Source: an optimization exercise on an open RTL-to-GDS flow (aim: small area and a short achievable clock period). Production flows keep margins and buffers that such runs may drop.
Where RTL was checked, it was by simulation tests only, not by an equivalence proof against the original.

==> try-harbor <==
==> flow/design.v (excerpt) <==
module i2c_register_transfer_sequencer_top (
   input  logic       clock,
   input  logic       reset,
   input  logic       req_valid,
   output logic       req_ready,
   input  logic [1:0] req_func,
   input  logic [6:0] req_slave_address,
   input  logic [7:0] req_register_address,
   input  logic [7:0] req_byte_count,
   input  logic [7:0] req_buffer_index,
   input  logic [7:0] req_write_byte,
   input  logic       req_nack_seen,
   input  logic       req_bus_collision,
   input  logic [7:0] req_received_byte,
   output logic       rsp_valid,
   input  logic       rsp_ready,
   output logic       rsp_accepted,
   output logic [2:0] rsp_bus_action,
   output logic [7:0] rsp_tx_byte,
   output logic       rsp_rx_valid,
   output logic [7:0] rsp_rx_index,
   output logic [7:0] rsp_rx_data,
   output logic [1:0] rsp_transfer_status
);
export LEC_CHECK = 0
export CAP_MARGIN = 20
export CORE_MARGIN = 2
export CORE_UTILIZATION = 55
export CTS_CLUSTER_DIAMETER = 80
export CTS_CLUSTER_SIZE = 28
export PLACE_DENSITY = 0.65
export SETUP_SLACK_MARGIN = 4.2
export SLEW_MARGIN = 20
export SYNTH_HIERARCHICAL = 1
export SYNTH_MINIMUM_KEEP_SIZE = 0
create_clock -name core_clock -period 7.5 [get_ports {clock}]
run.sh (not shown) runs the stock make flow with config.mk's settings and CLKGATE_MAP_FILE= SYNTH_SCRIPT=/design/flow/synth_recipe.tcl, a recipe that flattens the netlist after the stock synthesis.
==> try-tundra: changes against try-harbor <==
--- a/flow/design.v
+++ b/flow/design.v
@@ -21,61 +21,62 @@
    input  logic b1,
    input  logic a2,
    input  logic b2,
    output logic y
 );
    assign y = ~((a0 & b0) | (a1 & b1) | (a2 & b2));
 endmodule
-module i2crts_nand2 (
-   input  logic a,
-   input  logic b,
-   output logic y
-);
-   assign y = ~(a & b);
-endmodule
-module i2crts_nand3 (
-   input  logic a,
-   input  logic b,
-   input  logic c,
-   output logic y
-);
-   assign y = ~(a & b & c);
-endmodule
-module i2crts_nand4 (
-   input  logic a,
-   input  logic b,
-   input  logic c,
-   input  logic d,
+module i2crts_aoi2 (
+   input  logic a0,
+   input  logic b0,
+   input  logic a1,
+   input  logic b1,
    output logic y
 );
-   assign y = ~(a & b & c & d);
+   assign y = ~((a0 & b0) | (a1 & b1));
 endmodule
-module i2crts_nor2 (
+module i2crts_nand2 (
    input  logic a,
    input  logic b,
    output logic y
 );
-   assign y = ~(a | b);
+   assign y = ~(a & b);
 endmodule
-module i2crts_nor4 (
-   input  logic a,
-   input  logic b,
-   input  logic c,
-   input  logic d,
-   output logic y
+module i2crts_rgrp #(
+   parameter int SLOTS = 16
+) (
+   input  logic [15:0] sel,
+   input  logic [15:0] d,
+   output logic [1:0]  p
 );
-   assign y = ~(a | b | c | d);
+   logic [5:0] n;
+   for (genvar k = 0; k < 5; k++) begin : g_aoi
+      i2crts_aoi3 u_aoi (
+         .a0(sel[3 * k]),     .b0(d[3 * k]),
+         .a1(sel[3 * k + 1]), .b1(d[3 * k + 1]),
+         .a2(sel[3 * k + 2]), .b2(d[3 * k + 2]),
+         .y (n[k])
+      );
+   end
+   i2crts_nand3 u_p0 (.a(n[0]), .b(n[1]), .c(n[2]), .y(p[0]));
+   if (SLOTS == 16) begin : g_full
+      i2crts_nand2 u_n5 (.a(sel[15]), .b(d[15]), .y(n[5]));
+      i2crts_nand3 u_p1 (.a(n[3]), .b(n[4]), .c(n[5]), .y(p[1]));
+   end else begin : g_short
+      assign n[5] = 1'b1;
+      i2crts_nand2 u_p1 (.a(n[3]), .b(n[4]), .y(p[1]));
+   end
 endmodule
-module i2crts_nor3 (
+module i2crts_nand3 (
    input  logic a,
    input  logic b,
    input  logic c,
    output logic y
 );
-   assign y = ~(a | b | c);
+   assign y = ~(a & b & c);
 endmodule
 module i2c_register_transfer_sequencer_top (
    input  logic       clock,
    input  logic       reset,
    input  logic       req_valid,
    output logic       req_ready,
    input  logic [1:0] req_func,
@@ -120,98 +121,91 @@
    logic       rd_q;
    logic       vld_q;
    logic       acc_q;
    logic [2:0] act_q;
    logic [7:0] dat_n_q;
    logic       txs_q;
    logic       rxv_q;
-   logic [15:0] sel_lo_n_q;
    logic accept;
    assign req_ready = !vld_q || rsp_ready;
    assign accept    = req_valid && req_ready;
-   logic [15:0] wr_hi_n_q;
-   logic [15:0] wr_lo_n_q;
-   logic [7:0]  wd_q;
-   logic        byp_q;
+   logic [15:0] we_lo, we_hi;
    logic        load_acc;
    assign load_acc = accept && (req_func == i2crts_pkg::FUNC_LOAD);
-   always_ff @(posedge clock) begin
+   always_comb begin
       for (int i = 0; i < 16; i++) begin
-         wr_hi_n_q[i] <= !(load_acc && (req_buffer_index[7:4] == 4'(i)));
-         wr_lo_n_q[i] <= (req_buffer_index[3:0] != 4'(i));
+         we_lo[i] = (req_buffer_index[3:0] == 4'(i));
+         we_hi[i] = load_acc && (req_buffer_index[7:4] == 4'(i));
       end
-      wd_q  <= req_write_byte;
-      byp_q <= load_acc && (req_buffer_index == pos_q) && (ph_q == PH_SEND_DATA);
    end
    always_ff @(posedge clock) begin
       for (int i = 0; i < 255; i++) begin
-         if (!(wr_hi_n_q[i / 16] || wr_lo_n_q[i % 16])) begin
-            mem_q[i] <= wd_q;
+         if (we_hi[i / 16] && we_lo[i % 16]) begin
+            mem_q[i] <= req_write_byte;
          end
       end
    end
-   logic [15:0]  sel_hi_n;
-   logic [254:0] sel;
-   logic         ph_sa, ph_sr, ph_ra, ph_rx;
+   logic [15:0] sel_lo, sel_hi;
+   logic        ph_sa, ph_sr, ph_ra, ph_rx;
    always_comb begin
       for (int i = 0; i < 16; i++) begin
-         sel_hi_n[i] = (pos_q[7:4] != 4'(i));
-      end
-      for (int i = 0; i < 255; i++) begin
-         sel[i] = !(sel_hi_n[i / 16] || sel_lo_n_q[i % 16]);
+         sel_lo[i] = (pos_q[3:0] == 4'(i));
+         sel_hi[i] = (ph_q == PH_SEND_DATA) && (pos_q[7:4] == 4'(i));
       end
    end
    assign ph_sa = (ph_q == PH_SEND_ADDR);
    assign ph_sr = (ph_q == PH_SEND_REG);
    assign ph_ra = (ph_q == PH_READ_ADDR);
    assign ph_rx = (ph_q == PH_RX_BYTE);
    logic [7:0] dat_n_d;
    for (genvar b = 0; b < 8; b++) begin : g_lane
-      logic [84:0] n;
-      logic        o1, o2;
-      for (genvar k = 0; k < 85; k++) begin : g_aoi
+      logic [15:0][1:0] p;
+      logic [10:0]      m;
+      logic             o1, o2;
+      for (genvar h = 0; h < 16; h++) begin : g_grp
+         logic [15:0] d;
+         for (genvar i = 0; i < 16; i++) begin : g_d
+            if (h * 16 + i < 255) begin : g_slot
+               assign d[i] = mem_q[h * 16 + i][b];
+            end else begin : g_none
+               assign d[i] = 1'b0;
+            end
+         end
+         i2crts_rgrp #(
+            .SLOTS(h == 15 ? 15 : 16)
+         ) u_grp (
+            .sel(sel_lo),
+            .d  (d),
+            .p  (p[h])
+         );
+      end
+      for (genvar k = 0; k < 10; k++) begin : g_l2
+         localparam int J0 = 3 * k;
+         localparam int J1 = 3 * k + 1;
+         localparam int J2 = 3 * k + 2;
          i2crts_aoi3 u_aoi (
-            .a0(sel[3 * k]),     .b0(mem_q[3 * k][b]),
-            .a1(sel[3 * k + 1]), .b1(mem_q[3 * k + 1][b]),
-            .a2(sel[3 * k + 2]), .b2(mem_q[3 * k + 2][b]),
-            .y (n[k])
+            .a0(sel_hi[J0 / 2]), .b0(p[J0 / 2][J0 % 2]),
+            .a1(sel_hi[J1 / 2]), .b1(p[J1 / 2][J1 % 2]),
+            .a2(sel_hi[J2 / 2]), .b2(p[J2 / 2][J2 % 2]),
+            .y (m[k])
          );
       end
+      i2crts_aoi2 u_l2_last (
+         .a0(sel_hi[15]), .b0(p[15][0]),
+         .a1(sel_hi[15]), .b1(p[15][1]),
+         .y (m[10])
+      );
       i2crts_aoi3 u_other (
          .a0(ph_sa), .b0(b == 0 ? 1'b0 : sa_q[b == 0 ? 0 : b - 1]),
          .a1(ph_sr), .b1(ra_q[b]),
          .a2(ph_ra), .b2(b == 0 ? 1'b1 : sa_q[b == 0 ? 0 : b - 1]),
          .y (o1)
       );
       i2crts_nand2 u_rx (.a(ph_rx), .b(req_received_byte[b]), .y(o2));
-      logic [86:0] t;
-      logic [21:0] u;
-      logic [7:0]  v;
-      logic [1:0]  w;
-      assign t = {o2, o1, n};
-      for (genvar j = 0; j < 21; j++) begin : g_l1
-         i2crts_nand4 u_nand (
-            .a(t[4 * j]), .b(t[4 * j + 1]), .c(t[4 * j + 2]), .d(t[4 * j + 3]),
-            .y(u[j])
-         );
-      end
-      i2crts_nand3 u_l1_last (.a(t[84]), .b(t[85]), .c(t[86]), .y(u[21]));
-      for (genvar k = 0; k < 6; k++) begin : g_l2
-         i2crts_nor3 u_nor (.a(u[3 * k]), .b(u[3 * k + 1]), .c(u[3 * k + 2]), .y(v[k]));
-      end
-      i2crts_nor2 u_l2_6 (.a(u[18]), .b(u[19]), .y(v[6]));
-      i2crts_nor2 u_l2_7 (.a(u[20]), .b(u[21]), .y(v[7]));
-      i2crts_nand4 u_l3_0 (.a(v[0]), .b(v[1]), .c(v[2]), .d(v[3]), .y(w[0]));
-      i2crts_nand4 u_l3_1 (.a(v[4]), .b(v[5]), .c(v[6]), .d(v[7]), .y(w[1]));
-      i2crts_aoi3 u_out (
-         .a0(!byp_q), .b0(w[0]),
-         .a1(!byp_q), .b1(w[1]),
-         .a2(byp_q),  .b2(wd_q[b]),
-         .y (dat_n_d[b])
-      );
+      assign dat_n_d[b] = &{m, o1, o2};
    end
    logic       lt, lt1;
    logic [8:0] pos_p1;
    assign pos_p1 = {1'b0, pos_q} + 9'd1;
    assign lt     = pos_q < cnt_q;
    assign lt1    = pos_p1 < {1'b0, cnt_q};
    logic [3:0] ph_d;
@@ -347,21 +341,14 @@
             st_q <= st_d;
          end
          vld_q <= accept || (vld_q && !rsp_ready);
       end
       if (accept) begin
          pos_q <= pos_d;
       end
-      if (reset) begin
-         sel_lo_n_q <= '1;
-      end else if (accept) begin
-         for (int i = 0; i < 16; i++) begin
-            sel_lo_n_q[i] <= (ph_d != PH_SEND_DATA) || (pos_d[3:0] != 4'(i));
-         end
-      end
       if (accept && start_d) begin
          sa_q  <= req_slave_address;
          ra_q  <= req_register_address;
          cnt_q <= req_byte_count;
          rd_q  <= req_func[1];
       end
       if (req_ready) begin
==> flow/config.mk (replaced) <==
export PLATFORM = sky130hd
export DESIGN_NAME = i2c_register_transfer_sequencer_top
export DESIGN_NICKNAME = i2c_register_transfer_sequencer_top
export VERILOG_FILES = /design/flow/design.v
export SDC_FILE = /design/flow/constraint.sdc
export NUM_CORES = 4
export LEC_CHECK = 0
export CAP_MARGIN = 20
export CORE_MARGIN = 2
export CORE_UTILIZATION = 55
export PLACE_DENSITY = 0.65
export SETUP_SLACK_MARGIN = 3.9
export SLEW_MARGIN = 20
export SYNTH_HIERARCHICAL = 1
export SYNTH_MINIMUM_KEEP_SIZE = 0
==> try-cedar: changes against try-harbor <==
--- a/flow/design.v
+++ b/flow/design.v
@@ -28,55 +28,14 @@
 module i2crts_nand2 (
    input  logic a,
    input  logic b,
    output logic y
 );
    assign y = ~(a & b);
 endmodule
-module i2crts_nand3 (
-   input  logic a,
-   input  logic b,
-   input  logic c,
-   output logic y
-);
-   assign y = ~(a & b & c);
-endmodule
-module i2crts_nand4 (
-   input  logic a,
-   input  logic b,
-   input  logic c,
-   input  logic d,
-   output logic y
-);
-   assign y = ~(a & b & c & d);
-endmodule
-module i2crts_nor2 (
-   input  logic a,
-   input  logic b,
-   output logic y
-);
-   assign y = ~(a | b);
-endmodule
-module i2crts_nor4 (
-   input  logic a,
-   input  logic b,
-   input  logic c,
-   input  logic d,
-   output logic y
-);
-   assign y = ~(a | b | c | d);
-endmodule
-module i2crts_nor3 (
-   input  logic a,
-   input  logic b,
-   input  logic c,
-   output logic y
-);
-   assign y = ~(a | b | c);
-endmodule
 module i2c_register_transfer_sequencer_top (
    input  logic       clock,
    input  logic       reset,
    input  logic       req_valid,
    output logic       req_ready,
    input  logic [1:0] req_func,
    input  logic [6:0] req_slave_address,
@@ -120,58 +79,61 @@
    logic       rd_q;
    logic       vld_q;
    logic       acc_q;
    logic [2:0] act_q;
    logic [7:0] dat_n_q;
    logic       txs_q;
    logic       rxv_q;
-   logic [15:0] sel_lo_n_q;
    logic accept;
    assign req_ready = !vld_q || rsp_ready;
    assign accept    = req_valid && req_ready;
-   logic [15:0] wr_hi_n_q;
-   logic [15:0] wr_lo_n_q;
+   logic        wp_q;
+   logic [7:0]  wa_q;
    logic [7:0]  wd_q;
-   logic        byp_q;
-   logic        load_acc;
-   assign load_acc = accept && (req_func == i2crts_pkg::FUNC_LOAD);
+   logic [15:0] we_lo, we_hi;
    always_ff @(posedge clock) begin
+      wp_q <= accept && (req_func == i2crts_pkg::FUNC_LOAD);
+      wa_q <= req_buffer_index;
+      wd_q <= req_write_byte;
+   end
+   always_comb begin
       for (int i = 0; i < 16; i++) begin
-         wr_hi_n_q[i] <= !(load_acc && (req_buffer_index[7:4] == 4'(i)));
-         wr_lo_n_q[i] <= (req_buffer_index[3:0] != 4'(i));
+         we_lo[i] = (wa_q[3:0] == 4'(i));
+         we_hi[i] = wp_q && (wa_q[7:4] == 4'(i));
       end
-      wd_q  <= req_write_byte;
-      byp_q <= load_acc && (req_buffer_index == pos_q) && (ph_q == PH_SEND_DATA);
    end
    always_ff @(posedge clock) begin
       for (int i = 0; i < 255; i++) begin
-         if (!(wr_hi_n_q[i / 16] || wr_lo_n_q[i % 16])) begin
+         if (we_hi[i / 16] && we_lo[i % 16]) begin
             mem_q[i] <= wd_q;
          end
       end
    end
-   logic [15:0]  sel_hi_n;
+   logic [15:0]  sel_lo, sel_hi;
    logic [254:0] sel;
-   logic         ph_sa, ph_sr, ph_ra, ph_rx;
+   logic         ph_sa, ph_sr, ph_ra, ph_rx, ph_sd, byp;
+   assign ph_sd = (ph_q == PH_SEND_DATA);
+   assign byp   = wp_q && (wa_q == pos_q);
    always_comb begin
       for (int i = 0; i < 16; i++) begin
-         sel_hi_n[i] = (pos_q[7:4] != 4'(i));
+         sel_lo[i] = (pos_q[3:0] == 4'(i));
+         sel_hi[i] = ph_sd && !byp && (pos_q[7:4] == 4'(i));
       end
       for (int i = 0; i < 255; i++) begin
-         sel[i] = !(sel_hi_n[i / 16] || sel_lo_n_q[i % 16]);
+         sel[i] = sel_hi[i / 16] && sel_lo[i % 16];
       end
    end
    assign ph_sa = (ph_q == PH_SEND_ADDR);
    assign ph_sr = (ph_q == PH_SEND_REG);
    assign ph_ra = (ph_q == PH_READ_ADDR);
    assign ph_rx = (ph_q == PH_RX_BYTE);
    logic [7:0] dat_n_d;
    for (genvar b = 0; b < 8; b++) begin : g_lane
       logic [84:0] n;
-      logic        o1, o2;
+      logic        o1, o2, o3;
       for (genvar k = 0; k < 85; k++) begin : g_aoi
          i2crts_aoi3 u_aoi (
             .a0(sel[3 * k]),     .b0(mem_q[3 * k][b]),
             .a1(sel[3 * k + 1]), .b1(mem_q[3 * k + 1][b]),
             .a2(sel[3 * k + 2]), .b2(mem_q[3 * k + 2][b]),
             .y (n[k])
          );
@@ -179,39 +141,16 @@
       i2crts_aoi3 u_other (
          .a0(ph_sa), .b0(b == 0 ? 1'b0 : sa_q[b == 0 ? 0 : b - 1]),
          .a1(ph_sr), .b1(ra_q[b]),
          .a2(ph_ra), .b2(b == 0 ? 1'b1 : sa_q[b == 0 ? 0 : b - 1]),
          .y (o1)
       );
       i2crts_nand2 u_rx (.a(ph_rx), .b(req_received_byte[b]), .y(o2));
-      logic [86:0] t;
-      logic [21:0] u;
-      logic [7:0]  v;
-      logic [1:0]  w;
-      assign t = {o2, o1, n};
-      for (genvar j = 0; j < 21; j++) begin : g_l1
-         i2crts_nand4 u_nand (
-            .a(t[4 * j]), .b(t[4 * j + 1]), .c(t[4 * j + 2]), .d(t[4 * j + 3]),
-            .y(u[j])
-         );
-      end
-      i2crts_nand3 u_l1_last (.a(t[84]), .b(t[85]), .c(t[86]), .y(u[21]));
-      for (genvar k = 0; k < 6; k++) begin : g_l2
-         i2crts_nor3 u_nor (.a(u[3 * k]), .b(u[3 * k + 1]), .c(u[3 * k + 2]), .y(v[k]));
-      end
-      i2crts_nor2 u_l2_6 (.a(u[18]), .b(u[19]), .y(v[6]));
-      i2crts_nor2 u_l2_7 (.a(u[20]), .b(u[21]), .y(v[7]));
-      i2crts_nand4 u_l3_0 (.a(v[0]), .b(v[1]), .c(v[2]), .d(v[3]), .y(w[0]));
-      i2crts_nand4 u_l3_1 (.a(v[4]), .b(v[5]), .c(v[6]), .d(v[7]), .y(w[1]));
-      i2crts_aoi3 u_out (
-         .a0(!byp_q), .b0(w[0]),
-         .a1(!byp_q), .b1(w[1]),
-         .a2(byp_q),  .b2(wd_q[b]),
-         .y (dat_n_d[b])
-      );
+      i2crts_nand2 u_byp (.a(ph_sd && byp), .b(wd_q[b]), .y(o3));
+      assign dat_n_d[b] = &{n, o1, o2, o3};
    end
    logic       lt, lt1;
    logic [8:0] pos_p1;
    assign pos_p1 = {1'b0, pos_q} + 9'd1;
    assign lt     = pos_q < cnt_q;
    assign lt1    = pos_p1 < {1'b0, cnt_q};
    logic [3:0] ph_d;
@@ -347,21 +286,14 @@
             st_q <= st_d;
          end
          vld_q <= accept || (vld_q && !rsp_ready);
       end
       if (accept) begin
          pos_q <= pos_d;
       end
-      if (reset) begin
-         sel_lo_n_q <= '1;
-      end else if (accept) begin
-         for (int i = 0; i < 16; i++) begin
-            sel_lo_n_q[i] <= (ph_d != PH_SEND_DATA) || (pos_d[3:0] != 4'(i));
-         end
-      end
       if (accept && start_d) begin
          sa_q  <= req_slave_address;
          ra_q  <= req_register_address;
          cnt_q <= req_byte_count;
          rd_q  <= req_func[1];
       end
       if (req_ready) begin
==> flow/config.mk (replaced) <==
export PLATFORM = sky130hd
export DESIGN_NAME = i2c_register_transfer_sequencer_top
export DESIGN_NICKNAME = i2c_register_transfer_sequencer_top
export VERILOG_FILES = /design/flow/design.v
export SDC_FILE = /design/flow/constraint.sdc
export NUM_CORES = 4
export LEC_CHECK = 0
export CAP_MARGIN = 20
export CORE_MARGIN = 2
export CORE_UTILIZATION = 55
export CTS_CLUSTER_DIAMETER = 60
export CTS_CLUSTER_SIZE = 20
export PLACE_DENSITY = 0.65
export SETUP_SLACK_MARGIN = 3.9
export SLEW_MARGIN = 20
export SYNTH_HIERARCHICAL = 1
export SYNTH_MINIMUM_KEEP_SIZE = 0
==> results.yml <==
cts:
  insertion_delay_ps: 820
synthesis:
  yosys.area_share.simple: 0.0521
run:
  drv_cap: 0
power_and_ir_drop:
  power_density_nw_per_um2: 272
worst_hold_path:
  hold_depth: 2
run_status:
  run_status: "finished clean"
global_route:
  grt.total_usage: 0.320
the above is filed under try-tundra

==> results.yml <==
power_and_ir_drop:
  power_density_nw_per_um2: 250
synthesis:
  yosys.area_share.simple: 0.0592
cts:
  insertion_delay_ps: 810
global_route:
  gr-usage-met1: 0.445
  grt.total_usage: 0.306
run_status:
  so.violations: "max-capacitance violations, max-slew violations"
  run_status: "failed layout checks"
routing:
  via_count: 44736
floorplan:
  die-area_um2: 141000
  core_um2: 137000
run:
  drv_cap: 1
sta:
  slew_viol_final: 6
worst_hold_path:
  hold_depth: 1
final_layout:
  drive_gt1_frac: 0.161
worst_setup_path:
  critPathBufInv: 3
the above is filed under try-cedar

==> results.yml <==
power_and_ir_drop:
  switching_share: 0.205
  power_density_nw_per_um2: 236
  p_total_uw: 20000
final_layout:
  largest_reg_flops: 2040
global_route:
  grt.total_usage: 0.299
worst_setup_path:
  critPathKind: "reg -> reg"
  crit_required_ps: 8050
  r2r_start: "sel_lo_n_q[8]"
worst_hold_path:
  hold_depth: 2
run_status:
  run_status: "finished clean"
synthesis:
  yosys.area_share.simple: 0.0618
the above is filed under try-harbor

The RTL of try-tundra and try-cedar was laid out without a check of its function.

-- separate check: timing with driven ports --
In the flow no input, the clock included, has a driving cell. The finished layouts below were timed again as built, in two steps.
Step 1 assumes that a clkbuf_16 drives the clock port and a buf_2 every other input.
Step 2 moves the port delays by t, midway between the first and last clock arrival at a register: inputs arrive t later, outputs are due t later. That takes back most of the time a late clock gives input paths.
Slacks: no drivers / after step 1 / after step 2; pairs: no drivers / after step 1.
run | t, ns | setup slack, ns | worst setup path after step 2 | slew at the worst register clock pin (ns) | worst slew at a driven data input, ns
try-harbor | 0.815 | 3.991 / 3.991 / 3.544 | input to register | 0.11 / 0.11 | 0.24
try-tundra | 0.898 | 3.183 / 3.183 / 2.839 | input to register | 0.07 / 0.07 | 0.33
try-cedar | 0.875 | 3.597 / 3.597 / 3.176 | input to register | 0.08 / 0.08 | 0.14
For try-harbor, which loses most, drivers alone change the setup slack by 0.000 ns; drivers and shift together by -0.447 ns.
